Source: an optimization exercise on an open RTL-to-GDS flow (aim: small area and a short achievable clock period). Production flows keep margins and buffers that such runs may drop.
The RTL was checked by simulation tests, not by an equivalence proof against the original design.
No activity file was given, so power comes from the tool's default toggle rates.

Setup of run A:
==> flow/design.v <==
package heap_pkg;
	localparam int DATA_W = 16;
	typedef logic [DATA_W-1:0] data_t;
endpackage
`timescale 1ns/1ps
module streaming_heap (
	input  logic            clk,
	input  logic            rst,
	input  logic            fs,
	input  logic            rec_en,
	input  heap_pkg::data_t data_in,
	output heap_pkg::data_t data_out,
	output logic            out_valid,
	output logic            ready
);
	localparam int DW = heap_pkg::DATA_W;
	localparam int BW = DW / 2;
	function automatic [1:0] cmp8;
		input [7:0] a;
		input [7:0] b;
		reg [7:0] l;
		reg [7:0] g;
		reg t;
		integer i;
		integer w;
		begin
			l = ~a & b;
			g = ~a | b;
			for (w = 1; w < 8; w = w * 2)
				for (i = 0; i < 8; i = i + 2 * w)
				begin
					t = l[i+2*w-1];
					l[i+2*w-1] = t | (g[i+2*w-1] & l[i+w-1]);
					g[i+2*w-1] = t | (g[i+2*w-1] & g[i+w-1]);
				end
			cmp8 = {l[7], g[7]};
		end
	endfunction
	function automatic lt_lo;
		input [1:0] hi;
		input [7:0] a;
		input [7:0] b;
		reg [1:0] lo;
		begin
			lo = cmp8(a, b);
			lt_lo = hi[1] | (hi[0] & lo[1]);
		end
	endfunction
	function automatic lt;
		input [DW-1:0] a;
		input [DW-1:0] b;
		begin
			lt = lt_lo(cmp8(a[15:8], b[15:8]), a[7:0], b[7:0]);
		end
	endfunction
	logic          fs_s;
	logic          fs_d;
	logic [DW-1:0] din_q;
	logic          rec_q;
	logic          clr;
	logic [5:0]    ccnt;
	logic          accept;
	logic [2:0]    cnt;
	logic [2:0]    cnt_n;
	logic          clr_n;
	logic          ph;
	logic          sw;
	logic          pol;
	logic          pol1;
	logic          pol2;
	logic          pol3;
	always_ff @(posedge clk)
	begin
		din_q <= data_in;
		rec_q <= rec_en;
		if (rst)
		begin
			fs_s <= 1'b0;
			fs_d <= 1'b0;
			cnt <= '0;
		end
		else
		begin
			fs_s <= fs;
			fs_d <= fs_s;
			cnt <= cnt + 1'b1;
		end
	end
	always_ff @(posedge clk)
	begin
		if (rst)
		begin
			clr <= 1'b1;
			ccnt <= '0;
			ready <= 1'b0;
		end
		else if (clr)
		begin
			ccnt <= ccnt + 1'b1;
			if (&ccnt)
			begin
				clr <= 1'b0;
				ready <= 1'b1;
			end
		end
	end
	assign accept = fs_s & ~fs_d & ready;
	assign ph = cnt[0];
	assign cnt_n = rst ? 3'd0 : cnt + 1'b1;
	assign clr_n = rst | (clr & ~(&ccnt));
	assign sw = cnt[1];
	assign pol = cnt[2];
	always_ff @(posedge clk)
	begin
		pol1 <= pol;
		pol2 <= pol1;
		pol3 <= pol2;
	end
	logic [7:0]           sv;      
	logic [7:0][6:0]      sp;      
	logic [7:0][31:0]     rsel;    
	logic [7:0][DW-1:0]   ss;      
	logic [7:0][DW-1:0]   sc0;     
	logic [7:0][DW-1:0]   sc1;     
	logic [7:0][1:0]      hc10;
	logic [7:0][1:0]      hc0s;
	logic [7:0][1:0]      hc1s;
	logic [7:0]           wbv;
	logic [7:0][6:0]      wba;
	logic [7:0][DW-1:0]   wbd;
	logic [7:0][DW-1:0]   wbn;     
	logic [248*BW-1:0]    ytap;
	logic [DW-1:0]   root;
	logic [2*DW-1:0] h1;
	logic [4*DW-1:0] h2;
	logic          in_less;
	logic          ins_pend;
	logic          go0;
	logic          r_gr;
	logic          r_wins;
	logic [DW-1:0] r_min;
	logic          r_vb;
	logic          r_grq;
	logic          r_lt10;
	logic          r_lt0s;
	logic          r_lt1s;
	logic [DW-1:0] l2c0;
	logic [DW-1:0] l2c1;
	assign in_less = lt(din_q, root);
	assign go0 = ins_pend & ~ph;
	always_ff @(posedge clk)
	begin
		if (rst)
		begin
			out_valid <= 1'b0;
			ins_pend <= 1'b0;
		end
		else
		begin
			out_valid <= accept;
			if (accept)
				ins_pend <= rec_q & ~in_less;
			else if (go0)
				ins_pend <= 1'b0;
		end
		data_out <= in_less ? din_q : root;
	end
	always_ff @(posedge clk)
	begin
		r_lt10 <= lt(h1[DW +: DW], h1[0 +: DW]);
		r_lt0s <= lt(h1[0 +: DW], din_q);
		r_lt1s <= lt(h1[DW +: DW], din_q);
	end
	assign r_gr = r_lt10;
	assign r_min = r_gr ? h1[DW +: DW] : h1[0 +: DW];
	assign r_wins = r_gr ? r_lt1s : r_lt0s;
	always_ff @(posedge clk)
	begin
		if (clr)
			root <= '0;
		else if (go0)
			root <= r_wins ? r_min : din_q;
	end
	always_ff @(posedge clk)
	begin
		if (rst)
			r_vb <= 1'b0;
		else
			r_vb <= go0 & r_wins;
		r_grq <= r_gr;
	end
	always_ff @(posedge clk)
	begin
		if (rst)
			sv[1] <= 1'b0;
		else
			sv[1] <= r_vb;
		if (r_vb)
		begin
			sp[1] <= 7'(r_grq);
			rsel[1] <= {30'd0, r_grq, ~r_grq};
			ss[1] <= din_q;
		end
		sc0[1] <= l2c0;
		sc1[1] <= l2c1;
		hc10[1] <= cmp8(l2c1[15:8], l2c0[15:8]);
		hc0s[1] <= cmp8(l2c0[15:8], din_q[15:8]);
		hc1s[1] <= cmp8(l2c1[15:8], din_q[15:8]);
	end
	assign l2c0 = r_grq ? h2[2*DW +: DW] : h2[0 +: DW];
	assign l2c1 = r_grq ? h2[3*DW +: DW] : h2[DW +: DW];
	for (genvar k = 1; k <= 6; k++)
	begin : g_st
		logic          gr;
		logic          wins;
		logic [DW-1:0] nv;
		logic          grq;
		logic          vb;
		assign gr = lt_lo(hc10[k], sc1[k][7:0], sc0[k][7:0]);
		assign wins = gr ? lt_lo(hc1s[k], sc1[k][7:0], ss[k][7:0])
		                 : lt_lo(hc0s[k], sc0[k][7:0], ss[k][7:0]);
		assign nv = wins ? (gr ? sc1[k] : sc0[k]) : ss[k];
		always_ff @(posedge clk)
		begin
			if (rst)
				vb <= 1'b0;
			else
				vb <= sv[k] & wins;
			grq <= gr;
		end
		if (k == 1) begin : g_w1
			always_ff @(posedge clk)
			begin
				for (int i = 0; i < 2; i++)
					if (clr || (sv[1] && sp[1][0] == 1'(i)))
						h1[i*DW +: DW] <= clr ? '0 : nv;
			end
		end
		else if (k == 2) begin : g_w2
			always_ff @(posedge clk)
			begin
				for (int i = 0; i < 4; i++)
					if (clr || (sv[2] && sp[2][1:0] == 2'(i)))
						h2[i*DW +: DW] <= clr ? '0 : nv;
			end
		end
		else begin : g_wb
			always_ff @(posedge clk)
			begin
				if (rst)
					wbv[k] <= 1'b0;
				else if (sv[k])
					wbv[k] <= 1'b1;
				if (sv[k])
				begin
					wba[k] <= sp[k];
					wbd[k] <= nv;
				end
			end
			assign wbn[k] = sv[k] ? nv : wbd[k];
		end
		if (k == 6) begin : g_leaf
			always_ff @(posedge clk)
			begin
				if (rst)
					wbv[7] <= 1'b0;
				else if (sv[6] & wins)
					wbv[7] <= 1'b1;
				if (sv[6] & wins)
				begin
					wba[7] <= 7'({sp[6][5:0], gr});
					wbd[7] <= ss[6];
				end
			end
			assign wbn[7] = (sv[6] & wins) ? ss[6] : wbd[7];
		end
		else begin : g_gc
			localparam int N = 1 << k;
			localparam int GL = k + 2;
			localparam int OFS = ((1 << GL) - 8) * BW;
			logic [4*BW-1:0] tap;
			logic [BW-1:0]   gh0;
			logic [BW-1:0]   gh1;
			logic [BW-1:0]   lo0;
			logic [BW-1:0]   lo1;
			logic [DW-1:0]   m0;
			logic [DW-1:0]   m1;
			logic [DW-1:0]   n0;
			logic [DW-1:0]   n1;
			always_comb
			begin
				tap = '0;
				for (int i = 0; i < N; i++)
					if (rsel[k][i])
						tap = tap | ytap[OFS + 4*i*BW +: 4*BW];
			end
			logic [4*BW-1:0] tp;
			logic [4*BW-1:0] g4;
			logic [BW-1:0]   s0;
			logic [BW-1:0]   s1;
			assign tp = tap ^ {4{{4{pol1}}, {4{pol3}}}};
			always_ff @(posedge clk)
			begin
				for (int j = 0; j < 4; j++)
					g4[j*BW +: BW] <= sw ? tp[j*BW +: BW] : {tp[j*BW +: 4], tp[j*BW+4 +: 4]};
			end
			assign gh0 = grq ? g4[2*BW +: BW] : g4[0 +: BW];
			assign gh1 = grq ? g4[3*BW +: BW] : g4[BW +: BW];
			assign s0 = grq ? tp[2*BW +: BW] : tp[0 +: BW];
			assign s1 = grq ? tp[3*BW +: BW] : tp[BW +: BW];
			assign lo0 = sw ? {s0[3:0], s0[7:4]} : s0;
			assign lo1 = sw ? {s1[3:0], s1[7:4]} : s1;
			assign m0 = {gh0, lo0};
			assign m1 = {gh1, lo1};
			logic       fv;
			logic [6:0] fa;
			logic [3:0] hit;
			if (GL == 7) begin : g_f7
				assign fv = wbv[7];
				assign fa = wba[7];
			end
			else begin : g_fn
				assign fv = wbv[GL] | sv[GL];
				assign fa = sv[GL] ? sp[GL] : wba[GL];
			end
			always_ff @(posedge clk)
			begin
				for (int j = 0; j < 4; j++)
					hit[j] <= fv && fa[GL-1:0] == (GL)'({sp[k][k-1:0], 2'(j)});
			end
			assign n0 = (grq ? hit[2] : hit[0]) ? wbd[GL] : m0;
			assign n1 = (grq ? hit[3] : hit[1]) ? wbd[GL] : m1;
			always_ff @(posedge clk)
			begin
				if (rst)
					sv[k+1] <= 1'b0;
				else
					sv[k+1] <= vb;
				sc0[k+1] <= n0;
				sc1[k+1] <= n1;
				hc10[k+1] <= cmp8(n1[15:8], n0[15:8]);
				hc0s[k+1] <= cmp8(n0[15:8], ss[k][15:8]);
				hc1s[k+1] <= cmp8(n1[15:8], ss[k][15:8]);
				if (vb)
				begin
					sp[k+1] <= 7'({sp[k][k-1:0], grq});
					for (int i = 0; i < N && k < 5; i++)
					begin
						rsel[k+1][2*i] <= rsel[k][i] & ~grq;
						rsel[k+1][2*i+1] <= rsel[k][i] & grq;
					end
					ss[k+1] <= ss[k];
				end
			end
		end
	end
	for (genvar k = 3; k <= 7; k++)
	begin : g_mem
		localparam int N = 1 << k;
		localparam int OFS = (N - 8) * BW;
		localparam int LB = k / 2;
		localparam int HB = k - LB;
		logic [3:0]      wnib;
		logic [3:0]      wn;
		logic [N*4-1:0]  w0;
		logic [N*4-1:0]  w1;
		logic [N*4-1:0]  w2;
		logic [N*4-1:0]  w3;
		logic            ec;
		logic            ev;
		logic [6:0]      ea;
		logic [DW-1:0]   ed;
		logic [1:0]      eph;
		logic            epol;
		logic [(1<<HB)-1:0] weh;
		logic [(1<<LB)-1:0] wel;
		if (k == 7) begin : g_e7
			assign ec = clr;
			assign ev = wbv[7];
			assign ea = wba[7];
			assign ed = wbd[7];
		end
		else begin : g_en
			assign ec = clr_n;
			assign ev = wbv[k] | sv[k];
			assign ea = sv[k] ? sp[k] : wba[k];
			assign ed = wbn[k];
		end
		assign eph = cnt_n[1:0];
		assign epol = cnt_n[2];
		always_comb
		begin
			case (eph)
				2'd0: wn = ed[7:4];
				2'd1: wn = ed[15:12];
				2'd2: wn = ed[3:0];
				default: wn = ed[11:8];
			endcase
			if (ec)
				wn = '0;
			wn = wn ^ {4{epol}};
		end
		always_ff @(posedge clk)
		begin
			wnib <= wn;
			for (int j = 0; j < (1 << HB); j++)
				weh[j] <= ec || (ev && ea[k-1:LB] == (HB)'(j));
			for (int j = 0; j < (1 << LB); j++)
				wel[j] <= ec || ea[LB-1:0] == (LB)'(j);
		end
		always_ff @(posedge clk)
		begin
			for (int i = 0; i < N; i++)
			begin
				if (weh[i >> LB] && wel[i & ((1 << LB) - 1)])
					w0[i*4 +: 4] <= wnib;
				else
					w0[i*4 +: 4] <= ~w3[i*4 +: 4];
			end
			w1 <= w0;
			w2 <= w1;
			w3 <= w2;
		end
		for (genvar i = 0; i < N; i++)
		begin : g_tap
			assign ytap[OFS + i*BW +: BW] = {w0[i*4 +: 4], w2[i*4 +: 4]};
		end
	end
endmodule
Settings: LEC_CHECK=0, ABC_AREA=1, CAP_MARGIN=20, CORE_MARGIN=2, CORE_UTILIZATION=55, CTS_CLUSTER_DIAMETER=85, CTS_CLUSTER_SIZE=25, SETUP_SLACK_MARGIN=3.2, SLEW_MARGIN=20; clock period 6.0 ns.
run.sh (not shown) runs the stock make flow with config.mk's settings and CLKGATE_MAP_FILE= SYNTH_SCRIPT=/design/flow/synth_recipe.tcl, a recipe that flattens the netlist after the stock synthesis.
## Diff of input files: run B against run A
--- a/flow/design.v
+++ b/flow/design.v
@@ -116,11 +116,10 @@
 		pol2 <= pol1;
 		pol3 <= pol2;
 	end
 	logic [7:0]           sv;      
 	logic [7:0][6:0]      sp;      
-	logic [7:0][31:0]     rsel;    
 	logic [7:0][DW-1:0]   ss;      
 	logic [7:0][DW-1:0]   sc0;     
 	logic [7:0][DW-1:0]   sc1;     
 	logic [7:0][1:0]      hc10;
 	logic [7:0][1:0]      hc0s;
@@ -196,11 +195,10 @@
 		else
 			sv[1] <= r_vb;
 		if (r_vb)
 		begin
 			sp[1] <= 7'(r_grq);
-			rsel[1] <= {30'd0, r_grq, ~r_grq};
 			ss[1] <= din_q;
 		end
 		sc0[1] <= l2c0;
 		sc1[1] <= l2c1;
 		hc10[1] <= cmp8(l2c1[15:8], l2c0[15:8]);
@@ -289,27 +287,22 @@
 			logic [DW-1:0]   n1;
 			always_comb
 			begin
 				tap = '0;
 				for (int i = 0; i < N; i++)
-					if (rsel[k][i])
+					if (sp[k][k-1:0] == (k)'(i))
 						tap = tap | ytap[OFS + 4*i*BW +: 4*BW];
 			end
-			logic [4*BW-1:0] tp;
-			logic [4*BW-1:0] g4;
-			logic [BW-1:0]   s0;
-			logic [BW-1:0]   s1;
-			assign tp = tap ^ {4{{4{pol1}}, {4{pol3}}}};
+			logic [BW-1:0] s0;
+			logic [BW-1:0] s1;
+			assign s0 = ((ph ? grq : gr) ? tap[2*BW +: BW] : tap[0 +: BW]) ^ {{4{pol1}}, {4{pol3}}};
+			assign s1 = ((ph ? grq : gr) ? tap[3*BW +: BW] : tap[BW +: BW]) ^ {{4{pol1}}, {4{pol3}}};
 			always_ff @(posedge clk)
 			begin
-				for (int j = 0; j < 4; j++)
-					g4[j*BW +: BW] <= sw ? tp[j*BW +: BW] : {tp[j*BW +: 4], tp[j*BW+4 +: 4]};
+				gh0 <= sw ? s0 : {s0[3:0], s0[7:4]};
+				gh1 <= sw ? s1 : {s1[3:0], s1[7:4]};
 			end
-			assign gh0 = grq ? g4[2*BW +: BW] : g4[0 +: BW];
-			assign gh1 = grq ? g4[3*BW +: BW] : g4[BW +: BW];
-			assign s0 = grq ? tp[2*BW +: BW] : tp[0 +: BW];
-			assign s1 = grq ? tp[3*BW +: BW] : tp[BW +: BW];
 			assign lo0 = sw ? {s0[3:0], s0[7:4]} : s0;
 			assign lo1 = sw ? {s1[3:0], s1[7:4]} : s1;
 			assign m0 = {gh0, lo0};
 			assign m1 = {gh1, lo1};
 			logic       fv;
@@ -342,15 +335,10 @@
 				hc0s[k+1] <= cmp8(n0[15:8], ss[k][15:8]);
 				hc1s[k+1] <= cmp8(n1[15:8], ss[k][15:8]);
 				if (vb)
 				begin
 					sp[k+1] <= 7'({sp[k][k-1:0], grq});
-					for (int i = 0; i < N && k < 5; i++)
-					begin
-						rsel[k+1][2*i] <= rsel[k][i] & ~grq;
-						rsel[k+1][2*i+1] <= rsel[k][i] & grq;
-					end
 					ss[k+1] <= ss[k];
 				end
 			end
 		end
 	end
## What came out
Run B against run A: post-synthesis average cell area fell by about 2.6%, well-tap cell count went down. Taking run A as 1.0, run B lands at 0.926 on power in combinational cells. | cell count after synthesis | run B vs run A | about 1.4% lower |. Min clock group share of total power across run A and run B: run A. Going from run A to run B, net count after synthesis lower, routed wire length higher. Relative to run A, the number of non-clock buffers in the layout of run B is higher by about 70%. Relative to run A, run B improves total power consumption of the routed design. Summary of run B over run A: setup fix buffers added after clock tree synthesis now larger, clock insertion delay at the later pin of the skew report shows no meaningful change. Of the two values seen for start point of the critical path, rsel[177] was produced by run A and sp[37] by run B.

[afterwards: timing with drivers on the ports]
How much do the figures lean on ideal ports? The routed layouts below were timed once more, with nothing changed but the port constraints.
Step 1 sets driving cells, clkbuf_16 on the clock port and buf_2 on the other inputs (assumed; they add their load-dependent delay and slew).
Step 2 adds t to the input delays and takes it off the output delays; t is the mean of the earliest and latest rising clock arrival at the registers after step 1. Input paths then give back, and output paths get back, about the clock's delay inside the block.
Slacks: no drivers / after step 1 / after step 2; pairs: no drivers / after step 1.
run | t (ns) | setup slack, ns | worst hold slack (ns) | worst setup path at the end | worst register clock-pin slew, ns
run A | 1.006 | 3.248 / 3.168 / 2.589 | 0.300 / 0.300 / 0.300 | input to register | 0.11 / 0.11
run B | 0.982 | 2.967 / 2.967 / 2.396 | 0.293 / 0.293 / 0.293 | input to register | 0.10 / 0.10
After both steps setup and hold are still met in every run listed. For run A, which loses most, drivers alone change the setup slack by -0.080 ns; drivers and shift together by -0.659 ns.
